Source: an optimization exercise on an open RTL-to-GDS flow (aim: small area, a short achievable clock period and few clock cycles per item). Production flows keep margins and buffers that such runs may drop. Where RTL was checked, it was by simulation tests only, not by an equivalence proof against the original. No functional check of the RTL was part of runs 2 to 4. Power figures rest on the tool's default switching activity, not on a simulated workload.

===== flow/config.mk =====
export PLATFORM = sky130hd
export DESIGN_NAME = l1_cache
export DESIGN_NICKNAME = l1_cache
export VERILOG_FILES = /design/flow/design.v
export SDC_FILE = /design/flow/constraint.sdc
export NUM_CORES = 4
export LEC_CHECK = 0
export CAP_MARGIN = 20
export CORE_MARGIN = 2
export CORE_UTILIZATION = 40
export SETUP_SLACK_MARGIN = 2.5
export SLEW_MARGIN = 20
export TNS_END_PERCENT = 10

===== flow/constraint.sdc =====
create_clock -name core_clock -period 5.0 [get_ports {clock}]
set_input_delay 1.0000 -clock core_clock [delete_from_list [all_inputs] [get_ports {clock}]]
set_output_delay 1.0000 -clock core_clock [all_outputs]
set_load 0.01 [all_outputs]

===== flow/design.v =====
`timescale 1ns/100ps
package cache_pkg;
    localparam int DATA_WIDTH   = 32;
    localparam int ADDRESS_BITS = 32;
    localparam int BYTE_LANES   = DATA_WIDTH / 8;
    typedef logic [DATA_WIDTH-1:0]   word_t;
    typedef logic [ADDRESS_BITS-1:0] addr_t;
    typedef logic [BYTE_LANES-1:0]   byte_en_t;
    typedef logic [3:0]              msg_t;
    localparam msg_t NO_REQ   = 4'd0;
    localparam msg_t R_REQ    = 4'd1;
    localparam msg_t WB_REQ   = 4'd2;
    localparam msg_t FLUSH    = 4'd3;
    localparam msg_t MEM_RESP = 4'd4;
    typedef enum logic [3:0] {
        RESET,
        IDLE,
        CACHE_ACCESS,
        WRITE_BACK,
        WB_WAIT,
        READ_STATE,
        WAIT,
        UPDATE,
        SRV_FLUSH_REQ,
        WAIT_FLUSH_REQ
    } ctrl_state_t;
endpackage
`timescale 1ns/100ps
`timescale 1ns/100ps
`timescale 1ns/100ps
module l1_cache #(
    parameter int INDEX_BITS = 4
) (
    input  logic        clock,
    input  logic        arst_n,
    input  logic        read,
    input  logic        write,
    input  logic        flush,
    input  logic [31:0] address,
    input  logic [31:0] data_in,
    input  logic [3:0]  byte_en,
    input  logic [3:0]  mem2cache_msg,
    input  logic [31:0] mem2cache_data,
    output logic        ready,
    output logic        valid,
    output logic [31:0] data_out,
    output logic [3:0]  cache2mem_msg,
    output logic [31:0] cache2mem_address,
    output logic [31:0] cache2mem_data
);
    localparam int DEPTH    = 1 << INDEX_BITS;
    localparam int TAG_BITS = 32 - 2 - INDEX_BITS;
    localparam logic [1:0] M_NONE  = 2'd0;
    localparam logic [1:0] M_READ  = 2'd1;    
    localparam logic [1:0] M_WB    = 2'd2;    
    localparam logic [1:0] M_FLUSH = 2'd3;    
    logic [DEPTH-1:0]    valid_bits;
    logic [DEPTH-1:0]    dirty_bits;
    logic [TAG_BITS-1:0] tag_mem  [0:DEPTH-1];
    logic [31:0]         data_mem [0:DEPTH-1];
    logic                  s1_v;
    logic                  s1_rd, s1_wr, s1_fl;
    logic [TAG_BITS-1:0]   s1_tag;
    logic [INDEX_BITS-1:0] s1_idx;
    logic [31:0]           s1_data;
    logic [3:0]            s1_be;
    logic [TAG_BITS-1:0]   tsel_q;
    logic                  vsel_q, dsel_q;
    logic [1:0]            msg_q;
    logic                  m_gap;       
    logic                  m_wbp;       
    logic [INDEX_BITS-1:0] m_idx;
    logic                  m_rd;
    logic [3:0]            m_keep;      
    logic [29:0]           maddr_q;
    logic [31:0]           out_q;       
    logic                  valid_q;
    logic                  ready_q;
    logic                  fire_q;      
    logic one_request, mem_resp, m_busy, fire, hit, victim_dirty;
    logic s1_v_next, m_busy_next, m_gap_next, m_wbp_next;
    logic [1:0] msg_next;
    logic [INDEX_BITS-1:0] idx_sel;
    logic [TAG_BITS-1:0]   tag_rd;
    logic [31:0]           data_sel;
    logic                  same_line;
    assign one_request = (read & ~write & ~flush) | (~read & write & ~flush) |
                         (~read & ~write & flush);
    assign mem_resp = (mem2cache_msg == 4'd4);
    assign m_busy   = (msg_q != M_NONE) | m_gap;
    assign fire     = fire_q;
    assign hit          = vsel_q & (tsel_q == s1_tag);
    assign victim_dirty = vsel_q & dsel_q;
    assign idx_sel   = m_wbp   ? m_idx :
                       ready_q ? address[2 +: INDEX_BITS] : s1_idx;
    assign tag_rd    = tag_mem[idx_sel];
    assign same_line = fire & (idx_sel == s1_idx);
    assign data_sel  = data_mem[s1_idx];
    always_ff @(posedge clock) begin
        tsel_q <= tag_rd;
        if (same_line) begin
            vsel_q <= s1_fl ? (vsel_q & ~hit) : 1'b1;
            dsel_q <= s1_fl ? dsel_q : (s1_wr | dsel_q);
        end else begin
            vsel_q <= valid_bits[idx_sel];
            dsel_q <= dirty_bits[idx_sel];
        end
    end
    always_comb begin
        msg_next   = msg_q;
        m_gap_next = m_gap;
        if (fire) begin
            if (s1_fl) begin
                if (hit & dsel_q) msg_next = M_FLUSH;
            end else if (!hit) begin
                msg_next = victim_dirty ? M_WB : M_READ;
            end
        end else if (m_gap) begin
            msg_next   = M_READ;
            m_gap_next = 1'b0;
        end else if (mem_resp) begin
            msg_next   = M_NONE;
            m_gap_next = (msg_q == M_WB);
        end
    end
    assign m_busy_next = (msg_next != M_NONE) | m_gap_next;
    assign m_wbp_next  = (msg_next == M_WB) | m_gap_next;
    assign s1_v_next   = ready_q ? one_request : (s1_v & ~fire);
    always_ff @(posedge clock or negedge arst_n) begin
        if (!arst_n) begin
            ready_q <= 1'b0;
            fire_q  <= 1'b0;
            s1_v    <= 1'b0;
            msg_q   <= M_NONE;
            m_gap   <= 1'b0;
            m_wbp   <= 1'b0;
            valid_q <= 1'b0;
        end else begin
            ready_q <= ~(s1_v_next & m_busy_next) & ~m_wbp_next;
            fire_q  <= s1_v_next & ~m_busy_next;
            s1_v    <= s1_v_next;
            msg_q   <= msg_next;
            m_gap   <= m_gap_next;
            m_wbp   <= m_wbp_next;
            valid_q <= (fire & s1_rd & hit) |
                       ((msg_q == M_READ) & mem_resp & m_rd);
        end
    end
    always_ff @(posedge clock) begin
        if (ready_q) begin
            s1_rd   <= read;
            s1_wr   <= write;
            s1_fl   <= flush;
            s1_tag  <= address[31 -: TAG_BITS];
            s1_idx  <= address[2 +: INDEX_BITS];
            s1_data <= data_in;
            s1_be   <= byte_en;
        end
    end
    always_ff @(posedge clock) begin
        if (fire) begin
            m_idx  <= s1_idx;
            m_rd   <= s1_rd;
            m_keep <= s1_wr ? s1_be : 4'b0000;
        end
        if (fire) begin
            maddr_q <= {(victim_dirty ? tsel_q : s1_tag), s1_idx};
        end else if (m_gap) begin
            maddr_q <= {tsel_q, m_idx};
        end
        if (fire) begin
            out_q <= data_sel;
        end else if (msg_q == M_READ) begin
            out_q <= mem2cache_data;
        end
    end
    always_ff @(posedge clock or negedge arst_n) begin
        if (!arst_n) begin
            valid_bits <= '0;
        end else if (fire & (~s1_fl | hit)) begin
            valid_bits[s1_idx] <= ~s1_fl;
        end
    end
    logic        fill;
    logic [31:0] wdata;
    assign fill  = (msg_q == M_READ);
    assign wdata = m_busy ? mem2cache_data : s1_data;
    always_ff @(posedge clock) begin
        if (fire & ~s1_fl) begin
            tag_mem[s1_idx]    <= s1_tag;
            dirty_bits[s1_idx] <= s1_wr | (hit & dsel_q);
        end
        for (int j = 0; j < DEPTH; j++) begin
            for (int i = 0; i < 4; i++) begin
                if ((fire & s1_wr & (s1_idx == j) & s1_be[i]) |
                    (fill & (m_idx == j) & ~m_keep[i])) begin
                    data_mem[j][8*i +: 8] <= wdata[8*i +: 8];
                end
            end
        end
    end
    assign ready             = ready_q;
    assign valid             = valid_q;
    assign data_out          = out_q;
    assign cache2mem_msg     = {2'b00, msg_q};
    assign cache2mem_address = {maddr_q, 2'b00};
    assign cache2mem_data    = out_q;
endmodule

===== flow/flow/run.sh =====
#!/bin/bash
# The standard layout, with two changes:
#  - port buffers are buf_2 cells rather than the default delay buffers;
#  - the clock tree uses clkbuf_4/clkbuf_8 in clusters of up to 30 sinks,
#    without dummy loads.
# make's full output goes to standard.log; each ORFS step keeps its own log
# under orfs/logs/.
set -euo pipefail
cd "$(dirname "$0")/.."
bash standard.sh \
  "BUFFER_PORTS_ARGS=-buffer_cell sky130_fd_sc_hd__buf_2" \
  "CTS_ARGS=-sink_clustering_enable -repair_clock_nets -dont_use_dummy_load -sink_clustering_size 30 -buf_list {sky130_fd_sc_hd__clkbuf_4 sky130_fd_sc_hd__clkbuf_8}" \
  finish > standard.log 2>&1

===== flow/standard.sh =====
#!/bin/bash
# synth_recipe.tcl (not shown) runs the flow's synth.tcl, then flattens the netlist and writes it again
# the make line also repeats each setting of config.mk as NAME=value (left out here)
make -C /OpenROAD-flow-scripts/flow DESIGN_CONFIG=/design/flow/config.mk WORK_HOME=/design/flow/orfs CLKGATE_MAP_FILE= SYNTH_SCRIPT=/design/flow/synth_recipe.tcl "${@:-finish}"

==> flow_summary.json, run 1 <==
{
  "status": "finished clean",
  "synth_edf_count": 1081,
  "gp_congestion": 0.905,
  "dp.final_hpwl_mm": 68.3,
  "cts_buffer_depth": 3,
  "initial_core_util_pct": 40.3,
  "critical_path.top_delay_family": "flip-flops",
  "yosysSeqAreaShare_pct": 76.9,
  "grt_pass1_vias": 24500,
  "power_density_mw_per_mm2": 541,
  "ys_ff_latch": 1136,
  "synthDistinctLibCells": 63,
  "cp_num_buf_inv": 2,
  "syn_inst": 2365,
  "start_kind": "flip-flop",
  "holdCritPathClass": "primary input to asynchronous set/reset pin",
  "yosys.area.top_type": "edfxtp_1",
  "holdWs_ns": 0.150,
  "r2r_start": "s1_tag[2]$_DFFE_PP_",
  "wirelength_mm": 125,
  "hold_buffers": 0,
  "synthTopCellsByArea": "edfxtp_1, mux4_2, mux2_2",
  "crit_path_cell_trace": "buf_16 > buf_6",
  "nets": 2925,
  "port_buffers": 204,
  "design.portCount": 211,
  "path_clk_slew_ns": 0.05,
  "synth_top_area_share_pct": 74.1,
  "first_pass_iters": 5,
  "ys_async_sr_fraction_pct": 2.11,
  "worstRegToRegCells": 9,
  "die_area_mm2": 0.112,
  "grt_usage_pct": 21.4,
  "viasPerCell": 5.92,
  "cap_viol_max_count": 0,
  "fin_worst_skew_ns": 0.0781,
  "fp.dieW_um": 335,
  "peakVddDrop_mv": 0.314,
  "regArea_mm2": 0.0337,
  "rsz0062_at_grt": "true",
  "grt_pass1_wl_mm": 171,
  "arrival_ns": 1.67,
  "clk_latency_ns": 0.85,
  "overflow": 0,
  "final_hold_viol_count": 0,
  "max_freq_ghz": 0.374,
  "antenna_found_initial": 10,
  "totalNegativeSetupSlack_ns": 0,
  "grt_max_degree": 64,
  "synth_flop_cell": "edfxtp_1",
  "cts_buffers": 181,
  "synth_area_mm2": 0.0438,
  "vias": 25000,
  "relSlewSlack_pct": 32.8,
  "critPathKind": "flip-flop to output pin",
  "setup_viol": 0,
  "leakage_nw": 16.8,
  "postRouteAntennaNets": 0,
  "cp.required_ns": 4.00,
  "cts_root_buffer": "clkbuf_8",
  "cts_tree": "done",
  "multi_input_area_mm2": 0.00969,
  "fillCellCount": 9040,
  "worstSetupEndpoint": "ready",
  "rr_endpoint": "fire_q$_DFF_PN0_",
  "core_mm2": 0.109,
  "synthToLayoutAreaGrowth_pct": 16.5,
  "drt_iter0_markers": 3395,
  "yosys_warnings": 2,
  "end_kind": "output pin",
  "cp_slowest_cell": "dfrtp_4",
  "num_rows": 121,
  "tightest_slew_ns": 1.01,
  "dieHeight_um": 335,
  "reg2reg_setup_slack_ns": 2.40,
  "drive_above_1_share_pct": 31.8,
  "layout_min_cycle_time_ns": 2.67,
  "syn_area_per_cell_um2": 18.5,
  "max_stage_delay_ns": 0.54,
  "cts_sinks": 1136,
  "routedWlPerCell_um": 29.7,
  "setup.worst_path.start": "ready_q$_DFF_PN0_",
  "drcViolationCount": 0,
  "finalMaxSlewViolations": 0,
  "crit_fanout": 8,
  "path_depth": 2,
  "period_share_pct": 53.4,
  "cts_max_level": 4
}
-- Yosys cell counts, types with 32 or more instances --
cell type	count
nand2_1	107
a22o_1	78
nor2_1	43
a21oi_1	49
and2_1	34
mux2_2	73
nand4_1	39
a22oi_1	64
nand3_1	40
buf_2	32
buf_4	36
edfxtp_1	1081
a221oi_1	68
o22a_1	32
o22ai_1	72
mux4_2	98
mux2i_1	35
clkbuf_1	85
-- worst min-delay path by stage --
stage                         endpoint  slack (ns)               from  cells past startpoint
floorplan           m_idx[2]$_DFFE_PP_        0.43  s1_idx[2]$_DFF_P_                      0
global placement        m_rd$_DFFE_PP_        0.45    s1_rd$_DFFE_PP_                      0
detailed placement      m_rd$_DFFE_PP_        0.46    s1_rd$_DFFE_PP_                      0
CTS                    m_wbp$_DFF_PN0_        0.09             arst_n                      1
global route           m_wbp$_DFF_PN0_        0.14             arst_n                      1
finish                 m_wbp$_DFF_PN0_        0.15             arst_n                      1
-- flip-flops by register name (all words and copies together), names as in the netlist, 4 cells and up --
register,cells
data_mem,512
tag_mem,416
out_q,32
s1_data,32
maddr_q,30
s1_tag,26
tsel_q,26
dirty_bits,16
valid_bits,16
m_idx,4
m_keep,4
s1_be,4
s1_idx,4
-- stage by stage --
stage / worst slack (ns) / util, % / cell area, um^2 / power [mW] / std cells
after global placement: 1.40 / 43.1 / 46800 / 20.1 / 3919
after global routing: 2.25 / 47.0 / 51000 / 28.7 / 4224
after floorplan: 2.20 / - / 43900 / 17.7 / 2368
after CTS: 2.21 / 46.2 / 50300 / 27.0 / 4172
after detailed placement: 1.42 / 43.1 / 46800 / 20.2 / 3920
final: 2.33 / 47.0 / 51000 / 27.6 / 4225
-- kinds of logic after synthesis --
family	count (synthesis)	share of synthesized area, %
flops	1136	76.9
compound gates	473	8.30
simple gates	310	3.45
mux	217	8.32
buf+inv	189	2.19
xor+xnor	33	0.660
fa+ha+maj	6	0.171
other cells	1	0.00856
-- cell usage in the layout, fill, tap and decap left out, types with 11 or more instances in the layout --
master,synthesis,routed
edfxtp_1,1081,1081
buf_2,32,203
clkbuf_8,0,181
buf_4,36,180
nand2_1,107,106
mux4_2,98,99
a22o_1,78,78
mux2_2,73,70
a221oi_1,68,67
o22ai_1,72,66
a22oi_1,64,64
a21oi_1,49,46
nand4_1,39,39
nand3_1,40,39
mux2i_1,35,32
o22a_1,32,32
a222oi_1,31,31
dfxtp_1,31,27
xnor2_1,29,23
o21ai_0,24,22
and2_1,34,22
nor2_1,43,21
buf_12,0,21
dfrtp_1,24,21
a211oi_1,25,20
nor2_4,0,17
and2_4,0,13
buf_6,10,12
a211oi_2,6,11
-- power breakdown --
group | internal, mW | switching, mW
sequential | 12.3 | 0.629
combinational | 3.30 | 5.01
clock | 3.17 | 3.18
total | 18.8 | 8.82
-- layer usage --
metal | part of all wire [%] | global-route usage, % | wire length (um)
met5 | 0.022 | 0 | 28
met4 | 3.2 | 7.69 | 3960
met3 | 8.4 | 4.22 | 10500
met2 | 49 | 35.0 | 61100
met1 | 40 | 28.4 | 49700
-- timing repair --
action | 4_1_cts | 5_1_grt
endpoints found under the setup margin | 891 | 435
gates resized for setup | 73 | 42
hold endpoints to repair | 0 | 0
pin swaps | 19 | 4
cloned | 4 | 13
buffers inserted | 67 | 36
-- layout make-up --
type / count / share of cell area (%)
Antenna cell: 3 / 0.0147
Inverter: 14 / 0.127
Timing Repair inverter: 1 / 0.00980
Tap cell: 1414 / 3.47
Timing Repair Buffer: 432 / 6.50
Multi-Input combinational cell: 1044 / 19.0
Clock buffer: 181 / 4.88
Sequential cell: 1136 / 66.0
Testbench counts, summed over its fixed seeds: cycles 51,789, items 12,000.
==> run 2, diff against run 1 <==
--- a/flow/design.v
+++ b/flow/design.v
@@ -62,8 +62,9 @@
     logic                  s1_rd, s1_wr, s1_fl;
     logic [TAG_BITS-1:0]   s1_tag;
     logic [INDEX_BITS-1:0] s1_idx;
+    logic [DEPTH-1:0]      s1_oh;       
     logic [31:0]           s1_data;
-    logic [3:0]            s1_be;
+    logic [3:0]            s1_wbe;      
     logic [TAG_BITS-1:0]   tsel_q;
     logic                  vsel_q, dsel_q;
     logic [1:0]            msg_q;
@@ -95,7 +96,12 @@
                        ready_q ? address[2 +: INDEX_BITS] : s1_idx;
     assign tag_rd    = tag_mem[idx_sel];
     assign same_line = fire & (idx_sel == s1_idx);
-    assign data_sel  = data_mem[s1_idx];
+    always_comb begin
+        data_sel = '0;
+        for (int j = 0; j < DEPTH; j++) begin
+            data_sel = data_sel | (data_mem[j] & {32{s1_oh[j]}});
+        end
+    end
     always_ff @(posedge clock) begin
         tsel_q <= tag_rd;
         if (same_line) begin
@@ -147,21 +153,24 @@
         end
     end
     always_ff @(posedge clock) begin
-        if (ready_q) begin
+        if (~s1_v | fire) begin
             s1_rd   <= read;
             s1_wr   <= write;
             s1_fl   <= flush;
             s1_tag  <= address[31 -: TAG_BITS];
             s1_idx  <= address[2 +: INDEX_BITS];
             s1_data <= data_in;
-            s1_be   <= byte_en;
+            s1_wbe  <= write ? byte_en : 4'b0000;
+            for (int j = 0; j < DEPTH; j++) begin
+                s1_oh[j] <= (address[2 +: INDEX_BITS] == j);
+            end
         end
     end
     always_ff @(posedge clock) begin
         if (fire) begin
             m_idx  <= s1_idx;
             m_rd   <= s1_rd;
-            m_keep <= s1_wr ? s1_be : 4'b0000;
+            m_keep <= s1_wbe;
         end
         if (fire) begin
             maddr_q <= {(victim_dirty ? tsel_q : s1_tag), s1_idx};
@@ -177,8 +186,10 @@
     always_ff @(posedge clock or negedge arst_n) begin
         if (!arst_n) begin
             valid_bits <= '0;
-        end else if (fire & (~s1_fl | hit)) begin
-            valid_bits[s1_idx] <= ~s1_fl;
+        end else begin
+            for (int j = 0; j < DEPTH; j++) begin
+                if (fire & s1_oh[j] & (~s1_fl | hit)) valid_bits[j] <= ~s1_fl;
+            end
         end
     end
     logic        fill;
@@ -186,13 +197,13 @@
     assign fill  = (msg_q == M_READ);
     assign wdata = m_busy ? mem2cache_data : s1_data;
     always_ff @(posedge clock) begin
-        if (fire & ~s1_fl) begin
-            tag_mem[s1_idx]    <= s1_tag;
-            dirty_bits[s1_idx] <= s1_wr | (hit & dsel_q);
-        end
         for (int j = 0; j < DEPTH; j++) begin
+            if (fire & ~s1_fl & s1_oh[j]) begin
+                tag_mem[j]    <= s1_tag;
+                dirty_bits[j] <= s1_wr | (hit & dsel_q);
+            end
             for (int i = 0; i < 4; i++) begin
-                if ((fire & s1_wr & (s1_idx == j) & s1_be[i]) |
+                if ((fire & s1_oh[j] & s1_wbe[i]) |
                     (fill & (m_idx == j) & ~m_keep[i])) begin
                     data_mem[j][8*i +: 8] <= wdata[8*i +: 8];
                 end
--- a/flow/config.mk
+++ b/flow/config.mk
@@ -8,6 +8,6 @@
 export CAP_MARGIN = 20
 export CORE_MARGIN = 2
 export CORE_UTILIZATION = 40
-export SETUP_SLACK_MARGIN = 2.5
+export SETUP_SLACK_MARGIN = 2.8
 export SLEW_MARGIN = 20
 export TNS_END_PERCENT = 10
==> flow_summary.json, run 2 <==
{
  "status": "finished clean",
  "layout_min_cycle_time_ns": 2.61,
  "synthTopCellsByArea": "edfxtp_1, a22oi_1, mux2_2",
  "setup_viol": 0,
  "yosysMostFrequentCell": "edfxtp_1",
  "final_common_cell": "edfxtp_1",
  "max_stage_delay_ns": 0.44,
  "regArea_mm2": 0.0342,
  "core_mm2": 0.110,
  "max_freq_ghz": 0.383,
  "synth_top_area_share_pct": 74.7,
  "dpl_cell_area_mm2": 0.0470,
  "synthToLayoutAreaGrowth_pct": 20.0,
  "die_area_mm2": 0.113,
  "grt_pass1_wl_mm": 195,
  "antenna_found_initial": 4,
  "critical_path.top_delay_family": "compound AO/OA/AOI/OAI gates",
  "multi_input_area_mm2": 0.0102,
  "drive_above_1_share_pct": 29.7,
  "grt_usage_pct": 24.2,
  "period_share_pct": 52.3,
  "totalNegativeSetupSlack_ns": 0,
  "rr_endpoint": "tsel_q[10]$_DFF_P_",
  "dp.final_hpwl_mm": 75.3,
  "grt_max_degree": 87,
  "overflow": 0,
  "port_buffers": 204,
  "synth_area_mm2": 0.0443,
  "final_core_util_pct": 48.2,
  "postRouteAntennaNets": 0,
  "finalMaxSlewViolations": 0,
  "relSlewSlack_pct": 29.8,
  "r2r_start": "ready_q$_DFF_PN0_",
  "peakVddDrop_mv": 0.316,
  "cts_buffers": 181,
  "top_register": "data_mem",
  "holdWs_ns": 0.173,
  "fin_worst_skew_ns": 0.0709,
  "fp.dieW_um": 337,
  "cts_max_level": 4,
  "gp_congestion": 0.812,
  "yosysSeqAreaShare_pct": 77.3,
  "drt_iter0_markers": 3421,
  "design.portCount": 211,
  "initial_core_util_pct": 40.2,
  "arrival_ns": 3.31,
  "final_area_mm2": 0.0531,
  "cts_root_buffer": "clkbuf_8",
  "dieHeight_um": 337,
  "syn_area_per_cell_um2": 16.4,
  "drcViolationCount": 0,
  "critPathKind": "flip-flop to flip-flop",
  "cts_tree": "done",
  "syn_inst": 2705,
  "nets": 3292,
  "dpl.cell_count": 4288,
  "crit_fanout": 6,
  "cts_buffer_depth": 3,
  "holdCritPathClass": "primary input to asynchronous set/reset pin",
  "synthDistinctLibCells": 75,
  "ys_async_sr_fraction_pct": 2.08,
  "yosys_warnings": 3,
  "cp.required_ns": 5.70,
  "largest_reg_flops": 512,
  "final_cell_mix": "edfxtp_1, buf_2, a22oi_1",
  "fillCellCount": 9206,
  "num_rows": 122,
  "path_depth": 11,
  "routedWlPerCell_um": 29.9,
  "reg2reg_setup_slack_ns": 2.39,
  "viasPerCell": 6.01,
  "leakage_nw": 17.7,
  "crit_top_cell": "buf_12",
  "worstRegToRegCells": 11,
  "reg_top3": "data_mem x512, tag_mem x416",
  "wirelength_mm": 139,
  "final_hold_viol_count": 0,
  "first_pass_iters": 8,
  "final_cells": 4670,
  "cp_num_buf_inv": 4,
  "clk_latency_ns": 0.86,
  "path_clk_slew_ns": 0.06,
  "tightest_slew_ns": 1.05,
  "cts_sinks": 1152,
  "start_kind": "flip-flop",
  "synth_common_cells": "edfxtp_1, a22oi_1, nand2_1",
  "cap_viol_max_count": 0,
  "end_kind": "flip-flop",
  "ys_ff_latch": 1152,
  "rsz0062_at_grt": "true",
  "power_density_mw_per_mm2": 603,
  "synth_flop_cell": "edfxtp_1",
  "crit_path_cell_trace": "buf_12 > buf_12 > mux2i_4 > o21a_4 > buf_12 > buf_12 > mux2_4 > a32oi_2 > o22ai_2 > a2111oi_4 > a21oi_1",
  "synth_edf_count": 1101,
  "grt_pass1_vias": 27900,
  "yosys.area.top_type": "edfxtp_1",
  "vias": 28100,
  "cp_slowest_cell": "dfrtp_2"
}
==> run 2: changes by cell type after synthesis, sizes merged, moves of 26 or more <==
cell    delta
mux4      -93
a222oi    -27
nor2      +90
a21oi     +42
a22oi    +131
and2      -35
o21ai     +95
nand3     +65
a211oi    -26
nand2     +63
o22ai     -49
buf       +30
==> run 2: layout make-up <==
type	count	share of cell area (%)
Antenna cell	1	0.00471
Clock buffer	181	4.69
Inverter	4	0.0401
Multi-Input combinational cell	1357	19.3
Sequential cell	1152	64.4
Tap cell	1488	3.51
Timing Repair Buffer	487	8.06
==> run 2: where the power goes <==
group	switching (mW)	total (mW)	internal, mW
logic	7.16	11.4	4.29
registers	0.974	14.1	13.1
clock network	3.31	6.49	3.18
==> run 2: repair_timing <==
item	CTS	global route
pin swaps	69	22
setup endpoints to repair	1126	876
setup buffers	142	37
gates resized for setup	243	60
gates cloned	21	0
hold buffers	0	0
==> run 2: metal layers <==
metal,routed length (um),vias to the layer above,GRT usage [%]
li1,-,11700,-
met1,51600,14200,30.0
met2,69200,1806,41.3
met3,13100,380,5.03
met4,5550,4,9.93
met5,21,-,0
==> run 2: worst max path at each step <==
stage               slack (ns)          startpoint                        to
global placement          1.09          address[3]         tsel_q[6]$_DFF_P_
floorplan                 2.38          address[3]          dsel_q$_DFFE_PP_
global route              2.30   ready_q$_DFF_PN0_        tsel_q[10]$_DFF_P_
finish                    2.39   ready_q$_DFF_PN0_        tsel_q[10]$_DFF_P_
CTS                       2.30  msg_q[0]$_DFF_PN0_  data_mem[2][4]$_DFFE_PP_
detailed placement        1.06          address[3]         tsel_q[6]$_DFF_P_
==> run 2: kinds of logic after synthesis <==
| kind of cell | count (synthesis) | synth area share, % |
|---|---|---|
| buffers and inverters | 204 | 2.40 |
| AO/OA/AOI/OAI | 664 | 10.7 |
| flip-flops | 1152 | 77.3 |
| other | 1 | 0.00847 |
| AND/OR/NAND/NOR | 532 | 5.63 |
| XOR/XNOR | 32 | 0.633 |
| multiplexers | 120 | 3.36 |
==> run 2: stage by stage <==
stage | power [mW] | worst slack [ns]
finish | 32.0 | 2.39
floorplan | 19.2 | 2.38
global route | 33.1 | 2.30
detailed placement | 23.0 | 1.06
global placement | 22.7 | 1.09
CTS | 31.6 | 2.30
==> run 3, diff against run 2 <==
--- a/flow/config.mk
+++ b/flow/config.mk
@@ -7,7 +7,7 @@
 export LEC_CHECK = 0
 export CAP_MARGIN = 20
 export CORE_MARGIN = 2
-export CORE_UTILIZATION = 40
+export CORE_UTILIZATION = 55
 export SETUP_SLACK_MARGIN = 2.8
 export SLEW_MARGIN = 20
 export TNS_END_PERCENT = 10
==> flow_summary.json, run 3 <==
{
  "wirelength_mm": 137,
  "yosysSeqAreaShare_pct": 77.3,
  "dp.final_hpwl_mm": 75.5,
  "postRouteAntennaNets": 0,
  "crit_path_cell_trace": "mux2i_4 > o21ai_4 > buf_6 > buf_6 > nor3_4 > buf_4 > a221oi_1 > nor2_1 > o32a_1",
  "die_area_mm2": 0.0828,
  "synthToLayoutAreaGrowth_pct": 19.8,
  "crit_fanout": 8,
  "drt_iter0_markers": 3499,
  "final_hold_viol_count": 0,
  "overflow": 0,
  "initial_core_util_pct": 55.2,
  "finalMaxSlewViolations": 0,
  "crit_top_cell": "buf_6",
  "fin_worst_skew_ns": 0.0834,
  "syn_area_per_cell_um2": 16.4,
  "largest_reg_flops": 512,
  "vias": 28100,
  "core_mm2": 0.0802,
  "synth_edf_count": 1101,
  "cts_sinks": 1152,
  "grt_pass1_vias": 27400,
  "totalPowerFinal_mw": 32.2,
  "start_kind": "flip-flop",
  "clk_latency_ns": 0.85,
  "cts_root_buffer": "clkbuf_8",
  "yosys_warnings": 3,
  "multi_input_area_mm2": 0.0105,
  "cts_max_level": 4,
  "setup_viol": 0,
  "grt_max_degree": 56,
  "power_density_mw_per_mm2": 606,
  "grt_usage_pct": 32.6,
  "viasPerCell": 6.52,
  "synthTopCellsByArea": "edfxtp_1, a22oi_1, mux2_2",
  "cts_buffer_depth": 3,
  "yosysMostFrequentCell": "edfxtp_1",
  "cts_buffers": 181,
  "path_clk_slew_ns": 0.06,
  "fp.dieW_um": 288,
  "critPathKind": "flip-flop to flip-flop",
  "synthDistinctLibCells": 75,
  "hold_buffers": 0,
  "arrival_ns": 3.25,
  "period_share_pct": 52.2,
  "top_register": "data_mem",
  "first_pass_iters": 7,
  "peakVddDrop_mv": 0.294,
  "ys_ff_latch": 1152,
  "routedWlPerCell_um": 31.9,
  "grt_pass1_wl_mm": 191,
  "ys_async_sr_fraction_pct": 2.08,
  "final_cell_mix": "edfxtp_1, buf_4, buf_2",
  "regArea_mm2": 0.0342,
  "final_cells": 4310,
  "leakage_nw": 17.9,
  "drive_above_1_share_pct": 32.2,
  "yosys.area.top_type": "edfxtp_1",
  "relSlewSlack_pct": 25.8,
  "layout_min_cycle_time_ns": 2.61,
  "dpl.cell_count": 3895,
  "cts_tree": "done",
  "synth_flop_cell": "edfxtp_1",
  "cp.required_ns": 5.64,
  "end_kind": "flip-flop",
  "max_stage_delay_ns": 0.59,
  "cp_slowest_cell": "dfrtp_4",
  "rsz0062_at_grt": "true",
  "final_common_cell": "edfxtp_1",
  "cap_viol_max_count": 0,
  "synth_area_mm2": 0.0443,
  "rr_endpoint": "tsel_q[5]$_DFF_P_",
  "max_freq_ghz": 0.383,
  "reg_top3": "data_mem x512, tag_mem x416",
  "synth_common_cells": "edfxtp_1, a22oi_1, nand2_1",
  "antenna_found_initial": 5,
  "tightest_slew_ns": 1.11,
  "nets": 3358,
  "num_rows": 104,
  "fillCellCount": 5671,
  "drcViolationCount": 0,
  "gp_congestion": 0.858,
  "totalNegativeSetupSlack_ns": 0,
  "port_buffers": 204,
  "synth_top_area_share_pct": 74.7,
  "worstRegToRegCells": 9,
  "status": "finished clean",
  "r2r_start": "ready_q$_DFF_PN0_",
  "reg2reg_setup_slack_ns": 2.39,
  "holdCritPathClass": "primary input to asynchronous set/reset pin",
  "dieHeight_um": 288,
  "design.portCount": 211,
  "syn_inst": 2705
}
## run 3: cell counts after synthesis
No cell type changed its count.
## run 3: cell type report
type | instances | area share, %
antenna | 3 | 0.0142
clock buffer | 181 | 4.70
inverter | 4 | 0.0425
multi-input combinational | 1363 | 19.8
sequential | 1152 | 64.5
tap | 1060 | 2.50
timing repair buffer | 547 | 8.45
## run 3: kinds of logic after synthesis
group	synth area share, %
and+or+nand+nor	5.63
muxes	3.36
xor gates and xnor gates	0.633
AOI/OAI and AO/OA	10.7
DFF	77.3
buffers and inverters	2.40
other	0.00847
## run 3: critical path: cells and delay by family (launching register included)
kind                   cells  cell delay [ns]
AO/OA/AOI/OAI              3             0.81
buffers and inverters      3             0.60
flip-flops                 1             0.59
multiplexers               1             0.25
AND/OR/NAND/NOR            2             0.20
## run 3: power by group
part	switching [mW]	internal, mW	total [mW]
clock network	3.24	3.17	6.41
logic	7.37	4.39	11.8
registers	0.887	13.1	14.0
## run 3: repair_timing
action / 4_1_cts / 5_1_grt
gates resized for setup: 208 / 184
endpoints found under the setup margin: 1265 / 1126
buffers inserted: 122 / 94
endpoints found under the hold margin: 0 / 0
gates cloned: 11 / 4
pin swaps: 52 / 77
## run 3: stage by stage
step / utilization, % / area, um^2 / hold WS [ns] / setup WS [ns]
3_3_place_gp: 58.2 / 46600 / 0.434 / 1.20
6_report: 66.1 / 53000 / 0.192 / 2.39
5_1_grt: 66.1 / 53000 / 0.208 / 2.38
3_5_place_dp: 58.2 / 46600 / 0.447 / 1.15
2_1_floorplan: - / 44400 / 0.424 / 2.38
4_1_cts: 64.0 / 51300 / 0.159 / 2.38
## run 3: metal layers
metal  vias to the layer above  wire (um)  GRT usage [%]  share of wire (%)
li1                      11800          -              -                  -
met1                     14100      50000           41.4                 36
met2                      1753      67900           54.4                 49
met3                       383      12400           6.14                9.1
met4                         2       6950           15.6                5.1
met5                         -         13              0             0.0095
## run 3: how the worst max path moves through the flow
stage	from	endpoint	slack (ns)	depth (start not counted)
5_1_grt	ready_q$_DFF_PN0_	tsel_q[5]$_DFF_P_	2.38	9
2_1_floorplan	address[3]	dsel_q$_DFFE_PP_	2.38	8
4_1_cts	ready_q$_DFF_PN0_	tsel_q[6]$_DFF_P_	2.38	10
3_5_place_dp	address[4]	tsel_q[20]$_DFF_P_	1.15	10
3_3_place_gp	address[4]	tsel_q[20]$_DFF_P_	1.20	10
6_report	ready_q$_DFF_PN0_	tsel_q[5]$_DFF_P_	2.39	9
==> run 4, diff against run 3 <==
--- a/flow/design.v
+++ b/flow/design.v
@@ -81,7 +81,6 @@
     logic one_request, mem_resp, m_busy, fire, hit, victim_dirty;
     logic s1_v_next, m_busy_next, m_gap_next, m_wbp_next;
     logic [1:0] msg_next;
-    logic [INDEX_BITS-1:0] idx_sel;
     logic [TAG_BITS-1:0]   tag_rd;
     logic [31:0]           data_sel;
     logic                  same_line;
@@ -92,10 +91,39 @@
     assign fire     = fire_q;
     assign hit          = vsel_q & (tsel_q == s1_tag);
     assign victim_dirty = vsel_q & dsel_q;
-    assign idx_sel   = m_wbp   ? m_idx :
-                       ready_q ? address[2 +: INDEX_BITS] : s1_idx;
-    assign tag_rd    = tag_mem[idx_sel];
-    assign same_line = fire & (idx_sel == s1_idx);
+    logic                  take_addr;
+    logic [DEPTH-1:0]      addr_oh, sel_oh, hold_oh, hold_oh_next;
+    logic [INDEX_BITS-1:0] s1_idx_next, m_idx_next, hold_idx_next;
+    logic                  v_rd, d_rd;
+    assign take_addr = (~s1_v | fire) & ~m_wbp;
+    always_comb begin
+        for (int j = 0; j < DEPTH; j++) begin
+            addr_oh[j] = (address[2 +: INDEX_BITS] == j);
+        end
+    end
+    assign sel_oh = take_addr ? addr_oh : hold_oh;
+    always_comb begin
+        tag_rd = '0;
+        v_rd   = 1'b0;
+        d_rd   = 1'b0;
+        for (int j = 0; j < DEPTH; j++) begin
+            tag_rd = tag_rd | (tag_mem[j] & {TAG_BITS{sel_oh[j]}});
+            v_rd   = v_rd | (valid_bits[j] & sel_oh[j]);
+            d_rd   = d_rd | (dirty_bits[j] & sel_oh[j]);
+        end
+    end
+    assign same_line = fire & |(sel_oh & s1_oh);
+    assign s1_idx_next   = (~s1_v | fire) ? address[2 +: INDEX_BITS] : s1_idx;
+    assign m_idx_next    = fire ? s1_idx : m_idx;
+    assign hold_idx_next = m_wbp_next ? m_idx_next : s1_idx_next;
+    always_comb begin
+        for (int j = 0; j < DEPTH; j++) begin
+            hold_oh_next[j] = (hold_idx_next == j);
+        end
+    end
+    always_ff @(posedge clock) begin
+        hold_oh <= hold_oh_next;
+    end
     always_comb begin
         data_sel = '0;
         for (int j = 0; j < DEPTH; j++) begin
@@ -108,8 +136,8 @@
             vsel_q <= s1_fl ? (vsel_q & ~hit) : 1'b1;
             dsel_q <= s1_fl ? dsel_q : (s1_wr | dsel_q);
         end else begin
-            vsel_q <= valid_bits[idx_sel];
-            dsel_q <= dirty_bits[idx_sel];
+            vsel_q <= v_rd;
+            dsel_q <= d_rd;
         end
     end
     always_comb begin
--- a/flow/config.mk
+++ b/flow/config.mk
@@ -7,7 +7,7 @@
 export LEC_CHECK = 0
 export CAP_MARGIN = 20
 export CORE_MARGIN = 2
-export CORE_UTILIZATION = 55
-export SETUP_SLACK_MARGIN = 2.8
+export CORE_UTILIZATION = 40
+export SETUP_SLACK_MARGIN = 2.6
 export SLEW_MARGIN = 20
 export TNS_END_PERCENT = 10
==> flow_summary.json, run 4 <==
{
  "synthTopCellsByArea": "edfxtp_1, a22o_1, a221oi_1",
  "final_common_cell": "edfxtp_1",
  "synth_flop_cell": "edfxtp_1",
  "ys_ff_latch": 1168,
  "tightest_slew_ns": 1.06,
  "postRouteAntennaNets": 0,
  "top_register": "data_mem",
  "cts_root_buffer": "clkbuf_8",
  "yosysSeqAreaShare_pct": 79.4,
  "overflow": 0,
  "antenna_found_initial": 8,
  "synth_area_mm2": 0.0434,
  "drt_iter0_markers": 3719,
  "holdWs_ns": 0.131,
  "relSlewSlack_pct": 29.2,
  "dpl.cell_count": 4015,
  "synthDistinctLibCells": 52,
  "grt_util_met1_pct": 31.5,
  "totalNegativeSetupSlack_ns": 0,
  "final_hold_viol_count": 0,
  "worstRegToRegCells": 3,
  "fin_worst_skew_ns": 0.0961,
  "vias": 26500,
  "leakage_nw": 16.8,
  "routedWlPerCell_um": 30.7,
  "final_area_mm2": 0.0507,
  "cts_tree": "done",
  "yosysMostFrequentCell": "edfxtp_1",
  "path_clk_slew_ns": 0.07,
  "cts_buffer_depth": 3,
  "design.portCount": 211,
  "synth_common_cells": "edfxtp_1, a22oi_1, a22o_1",
  "rsz0062_at_grt": "true",
  "viasPerCell": 6.13,
  "die_area_mm2": 0.111,
  "core_mm2": 0.107,
  "clk_latency_ns": 0.86,
  "crit_fanout": 20,
  "drcViolationCount": 0,
  "dieHeight_um": 333,
  "initial_core_util_pct": 40.4,
  "busiest_layer": "met2",
  "pwr-share-comb_pct": 28.0,
  "port_buffers": 204,
  "final_cell_mix": "edfxtp_1, buf_2, clkbuf_8",
  "hold_buffers": 0,
  "final_core_util_pct": 47.3,
  "power_switching_mw": 9.76,
  "critPathKind": "flip-flop to flip-flop",
  "setup_viol": 0,
  "max_freq_ghz": 0.374,
  "status": "finished clean",
  "fin_ws_ns": 2.33,
  "grt_pass1_vias": 26100,
  "cts_buffers": 183,
  "p_clk_share_pct": 22.2,
  "p_int_mw": 19.3,
  "ys_async_sr_fraction_pct": 2.05,
  "cp.required_ns": 5.46,
  "pre_cts_ws_ns": 1.23,
  "end_kind": "flip-flop",
  "cts_max_level": 4,
  "fillCellCount": 8903,
  "totalPowerFinal_mw": 29.1,
  "drive_above_1_share_pct": 27.0,
  "syn_area_per_cell_um2": 17.3,
  "reg_top3": "data_mem x512, tag_mem x416",
  "synth_top_area_share_pct": 75.6,
  "cts_sinks": 1168,
  "grt_usage_pct": 23.4,
  "peakVddDrop_mv": 0.312,
  "gp_congestion": 0.828,
  "grt_pass1_wl_mm": 185,
  "first_pass_iters": 8,
  "gr-usage-met2_pct": 36.6,
  "synthToLayoutAreaGrowth_pct": 16.9,
  "final_cells": 4319,
  "num_rows": 120,
  "dpl_cell_area_mm2": 0.0462,
  "start_kind": "flip-flop",
  "period_share_pct": 53.5,
  "yosys.area.top_type": "edfxtp_1",
  "reg2reg_setup_slack_ns": 2.33,
  "swShare_pct": 33.6,
  "fp.dieW_um": 333,
  "power_frac_seq_pct": 49.7,
  "dp.final_hpwl_mm": 67.0,
  "use_met3_pct": 6.38,
  "yosys_warnings": 3,
  "grt_max_degree": 101,
  "syn_inst": 2507,
  "wirelength_mm": 133,
  "arrival_ns": 3.13,
  "finalMaxSlewViolations": 0,
  "holdCritPathClass": "primary input to asynchronous set/reset pin",
  "layout_min_cycle_time_ns": 2.67,
  "cap_viol_max_count": 0,
  "power_density_mw_per_mm2": 573,
  "synth_edf_count": 1093,
  "largest_reg_flops": 512,
  "nets": 3025
}
[run 4: changes by cell type after synthesis, moves of 22 or more]
| cell | before | now |
|---|---|---|
| a21oi_1 | 91 | 27 |
| a221oi_1 | 66 | 157 |
| a22o_1 | 68 | 161 |
| a22oi_1 | 195 | 166 |
| dfxtp_1 | 27 | 51 |
| mux2i_1 | 36 | 10 |
| nand2_1 | 167 | 68 |
| nand4_1 | 31 | 53 |
| nor2_1 | 125 | 98 |
| xnor2_1 | 30 | 0 |
| xor2_1 | 2 | 27 |
[run 4: critical path, stage by stage (launching register included)]
cell	delay (ns)
edfxtp_1	0.76
buf_4	0.42
nor2_4	0.58
buf_4	0.47
[run 4: kinds of logic (layout without fill, tap and decap cells)]
| family | after synthesis | count (layout) | synth area share [%] |
|---|---|---|---|
| buffers and inverters | 209 | 602 | 2.26 |
| DFF | 1168 | 1168 | 79.4 |
| muxes | 82 | 91 | 2.15 |
| other | 1 | 6 | 0.00864 |
| xor gates and xnor gates | 27 | 27 | 0.545 |
| AOI/OAI and AO/OA | 658 | 660 | 11.6 |
| and+or+nand+nor | 362 | 362 | 4.05 |
[run 4: area by class of cell]
class | instances | area (um^2) | share of cell area (%)
multi-input combinational | 1144 | 8990 | 17.7
timing repair buffer | 404 | 2970 | 5.85
sequential | 1168 | 34400 | 67.9
antenna | 2 | 5.00 | 0.00986
tap | 1403 | 1760 | 3.46
inverter | 15 | 63.8 | 0.126
clock buffer | 183 | 2520 | 4.96
[run 4: power groups by stage]
stage,combinational [mW],clock (mW),sequential (mW)
2_1_floorplan,4.19,0,14.4
3_3_place_gp,6.71,0,14.7
3_5_place_dp,6.83,0,14.8
4_1_cts,7.95,6.55,14.4
5_1_grt,8.58,6.96,14.6
6_report,8.15,6.46,14.5
[run 4: path summary, 6_finish.rpt]
| check | startpoint | to |
|---|---|---|
| max in group asynchronous | arst_n | valid_bits[3]$_DFFE_PN0P_ |
| min in group core_clock | address[12] | s1_tag[6]$_DFFE_PN_ |
| worst min register to register | tag_mem[10][4]$_DFFE_PP_ | tsel_q[4]$_DFF_P_ |
| worst min-delay path | arst_n | msg_q[0]$_DFF_PN0_ |
| worst max register to register | s1_fl$_DFFE_PN_ | tag_mem[0][8]$_DFFE_PP_ |
| worst max-delay path | s1_fl$_DFFE_PN_ | tag_mem[0][8]$_DFFE_PP_ |
[run 4: timing repair]
item | CTS | global route
gates resized for setup | 127 | 12
setup buffers | 76 | 28
pin swaps | 34 | 15
endpoints found under the setup margin | 1054 | 765
gates cloned | 15 | 0
[run 4: metal layers]
layer / part of all wire (%) / vias up
li1: - / 11000
met5: 0.044 / -
met1: 39 / 13400
met3: 12 / 331
met4: 3.3 / 10
met2: 46 / 1766
==> run 5, diff against run 4 <==
--- a/flow/design.v
+++ b/flow/design.v
@@ -112,7 +112,7 @@
             d_rd   = d_rd | (dirty_bits[j] & sel_oh[j]);
         end
     end
-    assign same_line = fire & |(sel_oh & s1_oh);
+    assign same_line = fire & (address[2 +: INDEX_BITS] == s1_idx);
     assign s1_idx_next   = (~s1_v | fire) ? address[2 +: INDEX_BITS] : s1_idx;
     assign m_idx_next    = fire ? s1_idx : m_idx;
     assign hold_idx_next = m_wbp_next ? m_idx_next : s1_idx_next;
@@ -133,8 +133,8 @@
     always_ff @(posedge clock) begin
         tsel_q <= tag_rd;
         if (same_line) begin
-            vsel_q <= s1_fl ? (vsel_q & ~hit) : 1'b1;
-            dsel_q <= s1_fl ? dsel_q : (s1_wr | dsel_q);
+            vsel_q <= ~s1_fl | (vsel_q & ~hit);
+            dsel_q <= s1_wr | dsel_q;
         end else begin
             vsel_q <= v_rd;
             dsel_q <= d_rd;
==> flow_summary.json, run 5 <==
{
  "cts_buffer_depth": 3,
  "grt_pass1_vias": 25800,
  "power_density_mw_per_mm2": 587,
  "totalNegativeSetupSlack_ns": 0,
  "holdCritPathClass": "primary input to asynchronous set/reset pin",
  "drt_iter0_markers": 3318,
  "drcViolationCount": 0,
  "final_area_mm2": 0.0499,
  "routedWlPerCell_um": 30.0,
  "layout_min_cycle_time_ns": 2.62,
  "synthDistinctLibCells": 52,
  "start_kind": "flip-flop",
  "antenna_found_initial": 5,
  "first_pass_iters": 6,
  "yosysSeqAreaShare_pct": 79.5,
  "cp.required_ns": 5.72,
  "initial_core_util_pct": 40.4,
  "final_hold_viol_count": 0,
  "syn_inst": 2492,
  "grt_max_degree": 98,
  "synthToLayoutAreaGrowth_pct": 15.1,
  "synth_flop_cell": "edfxtp_1",
  "synth_common_cells": "edfxtp_1, a22oi_1, a221oi_1, a22o_1, o21ai_0",
  "critPathKind": "flip-flop to flip-flop",
  "fin_worst_skew_ns": 0.0825,
  "design.portCount": 211,
  "dp.final_hpwl_mm": 66.6,
  "cap_viol_max_count": 0,
  "clk_latency_ns": 0.86,
  "top_register": "data_mem",
  "relSlewSlack_pct": 16.9,
  "final_core_util_pct": 46.5,
  "cts_sinks": 1168,
  "final_cells": 4282,
  "num_rows": 120,
  "largest_reg_flops": 512,
  "dpl_cell_area_mm2": 0.0462,
  "yosys.area.top_type": "edfxtp_1",
  "met2_length_mm": 61.9,
  "yosysMostFrequentCell": "edfxtp_1",
  "grt_usage_pct": 22.7,
  "port_buffers": 204,
  "wl_met3_mm": 11.7,
  "fin_ws_ns": 2.38,
  "final_common_cell": "edfxtp_1",
  "status": "finished clean",
  "overflow": 0,
  "yosys_warnings": 3,
  "cts_buffers": 182,
  "core_mm2": 0.107,
  "synth_edf_count": 1092,
  "finalMaxSlewViolations": 0,
  "cts_tree": "done",
  "fp.dieW_um": 333,
  "syn_area_per_cell_um2": 17.4,
  "nets": 2989,
  "final_cell_mix": "edfxtp_1, buf_2, clkbuf_8",
  "cts_max_level": 4,
  "synth_area_mm2": 0.0433,
  "gp_congestion": 0.808,
  "ys_ff_latch": 1168,
  "dieHeight_um": 333,
  "crit_fanout": 5,
  "totalPowerFinal_mw": 29.3,
  "path_clk_slew_ns": 0.06,
  "grt_pass1_wl_mm": 181,
  "dpl.cell_count": 4025,
  "synthTopCellsByArea": "edfxtp_1, a221oi_1, a22o_1",
  "wirelength_mm": 128,
  "hold_buffers": 0,
  "ys_async_sr_fraction_pct": 2.05,
  "viasPerCell": 6.04,
  "reg_top3": "data_mem x512, tag_mem x416",
  "vias": 25900,
  "met1_length_mm": 50.0,
  "setup_viol": 0,
  "highest_layer": "met5",
  "arrival_ns": 3.34,
  "tightest_slew_ns": 1.23,
  "pre_cts_ws_ns": 1.52,
  "synth_top_area_share_pct": 75.7,
  "drive_above_1_share_pct": 24.4,
  "fillCellCount": 9038,
  "peakVddDrop_mv": 0.391,
  "holdWs_ns": 0.212,
  "max_freq_ghz": 0.382,
  "die_area_mm2": 0.111,
  "leakage_nw": 16.5,
  "cts_root_buffer": "clkbuf_8",
  "end_kind": "flip-flop",
  "period_share_pct": 52.4,
  "postRouteAntennaNets": 0,
  "rsz0062_at_grt": "true"
}
-- run 5: changes by cell type in the layout (fill, tap and decap cells not counted), sizes merged, moves of 4 or more --
cell and change:
a22oi -6, and2 +4, buf -33, mux2 +5, mux2i +10, nand2 +4
nor2 +5, nor2b +4, nor4 -5, o211ai -5, o22ai -16, xnor2 +22
xor2 -21
-- run 5: path summary, 6_finish.rpt --
| check | slack [ns] | start | cells past startpoint | endpoint |
|---|---|---|---|---|
| setup reg to reg | 2.38 | s1_tag[4]$_DFFE_PN_ | 9 | hold_oh[15]$_DFF_P_ |
| max in group asynchronous | 4.32 | arst_n | 1 | fire_q$_DFF_PN0_ |
| min in group core_clock | 0.33 | address[8] | 1 | s1_tag[2]$_DFFE_PN_ |
| hold reg to reg | 0.47 | tag_mem[14][14]$_DFFE_PP_ | 2 | tsel_q[14]$_DFF_P_ |
| setup / recovery | 2.38 | s1_tag[4]$_DFFE_PN_ | 9 | hold_oh[15]$_DFF_P_ |
| hold / removal | 0.21 | arst_n | 1 | valid_bits[12]$_DFFE_PN0P_ |
-- run 5: metal layers --
metal / global-route usage [%] / vias to the layer above
li1: - / 10800
met1: 29.2 / 13200
met2: 37.3 / 1509
met3: 4.78 / 294
met4: 9.57 / 2
met5: 0 / -
-- run 5: kinds of logic (layout without fill, tap and decap cells) --
logic type / count (synthesis) / in the layout / share of synthesized area (%)
buffers and inverters: 190 / 563 / 2.08
other: 1 / 5 / 0.00865
muxes: 98 / 106 / 2.52
xor gates and xnor gates: 28 / 28 / 0.566
and+or+nand+nor: 375 / 377 / 4.22
AOI/OAI and AO/OA: 632 / 632 / 11.1
DFF: 1168 / 1168 / 79.5
-- run 5: worst max-delay path, cell delays in order (launching register included) --
cell      delay (ns)
edfxtp_1        0.52
xor2_1          0.21
nor4_2          0.30
buf_4           0.18
nor3b_4         0.24
nand3_4         0.13
mux2i_4         0.22
a31oi_4         0.28
buf_6           0.18
mux2i_1         0.22
-- run 5: final cells by class --
class / count / area, um^2 / share of cell area [%]
Timing Repair Buffer: 368 / 2450 / 4.92
Inverter: 13 / 52.6 / 0.105
Clock buffer: 182 / 2500 / 5.02
Multi-Input combinational cell: 1147 / 8690 / 17.4
Sequential cell: 1168 / 34400 / 69.0
Tap cell: 1403 / 1760 / 3.52
Antenna cell: 1 / 2.50 / 0.00502
-- run 5: report_power, final --
part | total, mW | internal, mW | switching, mW
sequential | 14.4 | 13.5 | 0.930
clock | 6.44 | 3.19 | 3.26
combinational | 8.42 | 2.67 | 5.75
-- run 5: timing repair --
action,in CTS,in global routing
pin swaps,11,5
buffers inserted,54,7
cloned,12,1
gates resized for setup,75,12
setup endpoints to repair,1039,442
Testbench counts of run 5, summed over its fixed seeds: cycles 51,789, items 12,000.
==> run 6, diff against run 5 <==
--- a/flow/config.mk
+++ b/flow/config.mk
@@ -8,6 +8,6 @@
 export CAP_MARGIN = 20
 export CORE_MARGIN = 2
 export CORE_UTILIZATION = 40
-export SETUP_SLACK_MARGIN = 2.6
+export SETUP_SLACK_MARGIN = 2.45
 export SLEW_MARGIN = 20
-export TNS_END_PERCENT = 10
+export TNS_END_PERCENT = 100
==> flow_summary.json, run 6 <==
{
  "status": "finished clean",
  "totalNegativeSetupSlack_ns": 0,
  "vias": 25600,
  "totalPowerFinal_mw": 29.0,
  "core_mm2": 0.107,
  "regArea_mm2": 0.0344,
  "synth_simple_gate_area_share_pct": 4.22,
  "antenna_found_initial": 7,
  "synth_common_cells": "edfxtp_1, a22oi_1, a221oi_1, a22o_1, o21ai_0",
  "finalMaxSlewViolations": 0,
  "nets": 2984,
  "yosysMostFrequentCell": "edfxtp_1",
  "synthDistinctLibCells": 52,
  "first_pass_iters": 8,
  "grt_pass1_wl_mm": 175,
  "ys_ff_latch": 1168,
  "crit_fanout": 4,
  "dieHeight_um": 333,
  "final_area_mm2": 0.0497,
  "top_register": "data_mem",
  "arrival_ns": 3.31,
  "synthToLayoutAreaGrowth_pct": 14.7,
  "yosys_warnings": 3,
  "grt_max_degree": 96,
  "start_kind": "flip-flop",
  "synth_xor_area_share_pct": 0.566,
  "final_common_cell": "edfxtp_1",
  "dp.final_hpwl_mm": 66.6,
  "syn_inst": 2492,
  "rsz0062_at_grt": "true",
  "leakage_nw": 16.4,
  "yosysSeqAreaShare_pct": 79.5,
  "muxShareOfSynthArea_pct": 2.52,
  "dpl_cell_area_mm2": 0.0462,
  "cts_max_level": 4,
  "p_clk_share_pct": 21.9,
  "gp_congestion": 0.803,
  "pre_cts_ws_ns": 1.49,
  "synth_edf_count": 1092,
  "cts_buffers": 181,
  "initial_core_util_pct": 40.4,
  "synth_top_family_by_area": "compound AO/OA/AOI/OAI gates",
  "cap_viol_max_count": 0,
  "fp.dieW_um": 333,
  "cts_sinks": 1168,
  "fillCellCount": 9091,
  "grt_usage_pct": 22.0,
  "clk_latency_ns": 0.84,
  "hold_buffers": 0,
  "final_core_util_pct": 46.4,
  "multi_input_area_mm2": 0.00850,
  "reg_top3": "data_mem x512, tag_mem x416",
  "final_hold_viol_count": 0,
  "design.portCount": 211,
  "holdWs_ns": 0.217,
  "power_density_mw_per_mm2": 584,
  "drcViolationCount": 0,
  "power_frac_seq_pct": 49.6,
  "ys_async_sr_fraction_pct": 2.05,
  "routedWlPerCell_um": 29.1,
  "holdCritPathClass": "primary input to asynchronous set/reset pin",
  "synth_compound_gate_area_share_pct": 11.1,
  "dpl.cell_count": 4021,
  "fin_ws_ns": 2.37,
  "period_share_pct": 52.6,
  "fin_worst_skew_ns": 0.0889,
  "max_freq_ghz": 0.380,
  "cts_tree": "done",
  "drive_above_1_share_pct": 24.3,
  "synth_top_area_share_pct": 75.7,
  "path_clk_slew_ns": 0.06,
  "end_kind": "flip-flop",
  "largest_reg_flops": 512,
  "synthTopCellsByArea": "edfxtp_1, a221oi_1, a22o_1",
  "pwr-share-comb_pct": 28.5,
  "peakVddDrop_mv": 0.342,
  "setup_viol": 0,
  "postRouteAntennaNets": 0,
  "critPathKind": "flip-flop to flip-flop",
  "synth_area_mm2": 0.0433,
  "num_rows": 120,
  "final_cell_mix": "edfxtp_1, buf_2, clkbuf_8",
  "swShare_pct": 33.6,
  "cts_buffer_depth": 3,
  "wirelength_mm": 124,
  "viasPerCell": 5.98,
  "layout_min_cycle_time_ns": 2.63,
  "synthAdderAreaFrac_pct": 0,
  "p_int_mw": 19.3,
  "tightest_slew_ns": 1.10,
  "synth_flop_cell": "edfxtp_1",
  "drt_iter0_markers": 3278,
  "cts_root_buffer": "clkbuf_8",
  "relSlewSlack_pct": 27.0,
  "cp.required_ns": 5.68,
  "yosys.area.top_type": "edfxtp_1",
  "port_buffers": 204,
  "grt_pass1_vias": 25500,
  "final_cells": 4278,
  "die_area_mm2": 0.111,
  "power_switching_mw": 9.76,
  "overflow": 0,
  "syn_area_per_cell_um2": 17.4
}
-- run 6: cell types whose count changed in the layout (fill, tap and decap cells not counted), sizes merged --
cell	previous run	this run
mux2	86	78
buf	368	371
clkbuf	182	183
diode	1	2
nor2	104	103
-- run 6: area by class of cell --
| cell class | count | share of cell area, % |
|---|---|---|
| antenna | 2 | 0.0101 |
| clock buffer | 181 | 5.01 |
| inverter | 13 | 0.106 |
| multi-input combinational | 1138 | 17.1 |
| sequential | 1168 | 69.3 |
| tap | 1403 | 3.53 |
| timing repair buffer | 373 | 4.93 |
-- run 6: per-layer routing --
layer | part of all wire [%] | global-route usage, % | vias to the layer above
met5 | 0.0080 | 0 | -
met1 | 39 | 28.9 | 13000
met2 | 48 | 36.0 | 1480
li1 | - | - | 10800
met4 | 2.9 | 7.77 | 2
met3 | 9.5 | 4.79 | 256
-- run 6: cell families after synthesis --
logic type,after synthesis
and+or+nand+nor,375
other,1
muxes,98
xor gates and xnor gates,28
DFF,1168
AOI/OAI and AO/OA,632
buffers and inverters,190
-- run 6: final timing paths --
path | startpoint | depth (start not counted) | end | slack, ns
min reg2reg | tag_mem[15][13]$_DFFE_PP_ | 2 | tsel_q[13]$_DFF_P_ | 0.47
max in group asynchronous | arst_n | 1 | fire_q$_DFF_PN0_ | 4.29
min | arst_n | 1 | valid_bits[7]$_DFFE_PN0P_ | 0.22
min in group core_clock | address[16] | 1 | s1_tag[10]$_DFFE_PN_ | 0.33
max reg2reg | s1_tag[17]$_DFFE_PN_ | 8 | hold_oh[4]$_DFF_P_ | 2.37
max | s1_tag[17]$_DFFE_PN_ | 8 | hold_oh[4]$_DFF_P_ | 2.37
-- run 6: power groups by stage --
stage                     clock, mW  sequential, mW  combinational (mW)
after CTS                      6.50            14.5                7.91
after global routing           6.87            14.5                8.81
after detailed placement          0            14.9                7.38
after floorplan                   0            14.4                4.50
final                          6.37            14.4                8.28
after global placement            0            14.8                7.24
-- run 6: worst max-delay path, cell delays in order, from the launching register on --
cell and delay [ns]:
edfxtp_1 0.49, xor2_2 0.21, nor4_4 0.43, nor3b_4 0.31, and2_4 0.21, o21ai_2 0.09
a31oi_4 0.34, clkbuf_16 0.22, mux2i_1 0.18
-- run 6: timing repair --
action / in CTS / in global routing
setup endpoints to repair: 906 / 187
cloned: 1 / 3
buffers inserted: 35 / 35
pin swaps: 8 / 5
resized for setup: 49 / 14
==> run 7, diff against run 6 <==
==> flow/flow/run.sh (replaced) <==
#!/bin/bash
# The standard layout, with two changes:
#  - port buffers are buf_2 cells rather than the default delay buffers;
#  - the clock tree uses clkbuf_16 in clusters of up to 30 sinks and 80 um,
#    without dummy loads.
# make's full output goes to standard.log; each ORFS step keeps its own log
# under orfs/logs/.
set -euo pipefail
cd "$(dirname "$0")/.."
bash standard.sh \
  "BUFFER_PORTS_ARGS=-buffer_cell sky130_fd_sc_hd__buf_2" \
  "CTS_ARGS=-sink_clustering_enable -repair_clock_nets -dont_use_dummy_load -sink_clustering_size 30 -sink_clustering_max_diameter 80 -buf_list {sky130_fd_sc_hd__clkbuf_16}" \
  finish > standard.log 2>&1
--- a/flow/config.mk
+++ b/flow/config.mk
@@ -8,6 +8,6 @@
 export CAP_MARGIN = 20
 export CORE_MARGIN = 2
 export CORE_UTILIZATION = 40
-export SETUP_SLACK_MARGIN = 2.45
+export SETUP_SLACK_MARGIN = 2.6
 export SLEW_MARGIN = 20
-export TNS_END_PERCENT = 100
+export TNS_END_PERCENT = 10
==> flow_summary.json, run 7 <==
{
  "final_common_cell": "edfxtp_1",
  "regArea_mm2": 0.0344,
  "num_antenna_cells": 0,
  "grt_usage_pct": 21.8,
  "relSlewSlack_pct": 25.1,
  "grt_max_degree": 98,
  "period_share_pct": 53.3,
  "syn_area_per_cell_um2": 17.4,
  "grt_pass1_vias": 24600,
  "layout_min_cycle_time_ns": 2.66,
  "cts_buffers": 50,
  "grt_pass1_wl_mm": 175,
  "syn_inst": 2492,
  "final_cell_mix": "edfxtp_1, buf_2, a22oi_1",
  "rsz0062_at_grt": "true",
  "synth_flop_cell": "edfxtp_1",
  "yosysMostFrequentCell": "edfxtp_1",
  "drive_above_1_share_pct": 20.4,
  "arrival_ns": 3.07,
  "cts_sinks": 1168,
  "synthToLayoutAreaGrowth_pct": 11.8,
  "ys_async_sr_fraction_pct": 2.05,
  "tightest_slew_ns": 1.12,
  "status": "finished clean",
  "gp_congestion": 0.808,
  "yosysSeqAreaShare_pct": 79.5,
  "top_register": "data_mem",
  "drcViolationCount": 0,
  "reg_top3": "data_mem x512, tag_mem x416",
  "critPathKind": "flip-flop to flip-flop",
  "ys_ff_latch": 1168,
  "yosys_warnings": 3,
  "setup_viol": 0,
  "num_rows": 120,
  "fp.dieW_um": 333,
  "path_clk_slew_ns": 0.12,
  "port_buffers": 204,
  "setup.worst_path.start": "s1_oh[13]$_DFFE_PN_",
  "synthDistinctLibCells": 52,
  "finalMaxSlewViolations": 0,
  "synth_top_area_share_pct": 75.7,
  "r2r_start": "s1_oh[13]$_DFFE_PN_",
  "final_hold_viol_count": 0,
  "crit_path_cell_trace": "buf_4 > a22oi_1 > and3_1 > a41oi_1",
  "postRouteAntennaNets": 0,
  "leakage_nw": 15.7,
  "end_kind": "flip-flop",
  "multi_input_area_mm2": 0.00860,
  "start_kind": "flip-flop",
  "max_stage_delay_ns": 1.02,
  "cp_slowest_cell": "edfxtp_1",
  "totalNegativeSetupSlack_ns": 0,
  "holdCritPathClass": "primary input to asynchronous set/reset pin",
  "max_freq_ghz": 0.375,
  "dieHeight_um": 333,
  "fillCellCount": 9152,
  "first_pass_iters": 6,
  "die_area_mm2": 0.111,
  "cts_buffer_depth": 3,
  "cap_viol_max_count": 0,
  "yosys.area.top_type": "edfxtp_1",
  "crit_fanout": 24,
  "antenna_found_initial": 4,
  "power_density_mw_per_mm2": 561,
  "core_mm2": 0.107,
  "largest_reg_flops": 512,
  "wirelength_mm": 124,
  "fin_worst_skew_ns": 0.0815,
  "vias": 25000,
  "worstRegToRegCells": 4,
  "cp.required_ns": 5.40,
  "final_area_mm2": 0.0484,
  "synth_area_mm2": 0.0433,
  "routedWlPerCell_um": 29.9,
  "cts_tree": "done",
  "cts_max_level": 2,
  "clk_latency_ns": 0.69,
  "viasPerCell": 6.04,
  "hold_buffers": 0,
  "initial_core_util_pct": 40.4,
  "design.portCount": 211,
  "dp.final_hpwl_mm": 66.6,
  "drt_iter0_markers": 3173,
  "synth_common_cells": "edfxtp_1, a22oi_1, a221oi_1, a22o_1, o21ai_0",
  "nets": 2849,
  "synth_edf_count": 1092,
  "holdWs_ns": 0.313,
  "peakVddDrop_mv": 0.423,
  "synthTopCellsByArea": "edfxtp_1, a221oi_1, a22o_1",
  "cts_root_buffer": "clkbuf_16",
  "overflow": 0,
  "dpl_cell_area_mm2": 0.0462
}
==> run 7: cell counts after synthesis <==
No cell type changed its count.
==> run 7: metal layers <==
metal  routed length [um]  vias up  GRT usage, %  part of all wire [%]
met5                    8        -             0                0.0065
met4                 3670        2          6.69                   3.0
met3                11000      211          3.75                   8.8
met2                60500     1325          36.6                    49
met1                48800    12900          29.1                    39
li1                     -    10600             -                     -
==> run 7: cell families after synthesis <==
group / count (synthesis) / share of synthesized area (%)
AO/OA/AOI/OAI: 632 / 11.1
XOR/XNOR: 28 / 0.566
buffers and inverters: 190 / 2.08
flip-flops: 1168 / 79.5
multiplexers: 98 / 2.52
other: 1 / 0.00865
AND/OR/NAND/NOR: 375 / 4.22
==> run 7: final timing paths <==
kind / endpoint / slack, ns
worst max-delay path: out_q[28]$_DFFE_PP_ / 2.34
worst min register to register: tsel_q[23]$_DFF_P_ / 0.47
max in group asynchronous: fire_q$_DFF_PN0_ / 4.18
worst max register to register: out_q[28]$_DFFE_PP_ / 2.34
min in group core_clock: tsel_q[23]$_DFF_P_ / 0.47
worst min-delay path: valid_bits[5]$_DFFE_PN0P_ / 0.31
==> run 7: per-stage QoR <==
| stage | power [mW] | util, % | setup slack [ns] | instances |
|---|---|---|---|---|
| finish | 27.2 | 45.2 | 2.34 | 4141 |
| CTS | 27.2 | 45.1 | 2.34 | 4136 |
| floorplan | 18.9 | - | 2.41 | 2495 |
| global route | 28.2 | 45.2 | 2.29 | 4141 |
| global placement | 22.0 | 43.1 | 1.62 | 4024 |
| detailed placement | 22.2 | 43.1 | 1.52 | 4025 |
==> run 7: critical path, delay by kind of cell, from the launching register on <==
family	cells	cell delay (ns)
and+or+nand+nor	1	0.23
buffers and inverters	1	0.54
AOI/OAI and AO/OA	2	0.56
DFF	1	1.02
==> run 7: power breakdown <==
group          leakage (nW)  switching (mW)  internal, mW
registers              10.7           0.922          13.5
clock network         0.616            2.80          1.79
logic                  4.39            5.63          2.59
==> run 7: what timing repair did <==
item	4_1_cts	5_1_grt
resized for setup	68	11
endpoints found under the hold margin	0	0
gates cloned	9	0
pin swaps	9	6
setup buffers	52	5
setup endpoints to repair	972	451
==> run 7: cell type report <==
type | count | share of cell area [%]
inverters | 13 | 0.116
multi-input cells | 1143 | 17.8
repair buffers | 364 | 4.82
flip-flops and latches | 1168 | 71.1
clock buffers | 50 | 2.58
well taps | 1403 | 3.62

[re-timing with driven ports]
Ports are ideal in the flow. The routed layouts listed here were re-timed in OpenROAD.
Step 1: set_driving_cell puts a clkbuf_16 on clock and a buf_2 on each other input, an assumption about the parent block.
Step 2, shift: input delay + t, output delay - t, t = (earliest + latest rising clock arrival at the registers) / 2. This alone moves slack from input paths to output paths.
Three values: no drivers, after step 1, after step 2; two values: the first two.
| run | t (ns) | slack for setup (ns) | worst setup path at the end |
|---|---|---|---|
| run 1 | 0.889 | 2.328 / 2.254 / 1.780 | input to register |
| run 2 | 0.884 | 2.386 / 2.329 / 1.775 | input to register |
| run 3 | 0.863 | 2.389 / 2.381 / 1.830 | input to register |
| run 4 | 0.886 | 2.327 / 2.327 / 1.494 | input to register |
| run 5 | 0.889 | 2.380 / 2.380 / 1.566 | input to register |
| run 6 | 0.865 | 2.372 / 2.372 / 1.680 | input to register |
| run 7 | 0.728 | 2.337 / 2.337 / 1.882 | input to register |
After both steps every run listed still meets setup and hold. For run 4, which loses most, drivers alone change the setup slack by 0.000 ns; drivers and shift together by -0.833 ns.
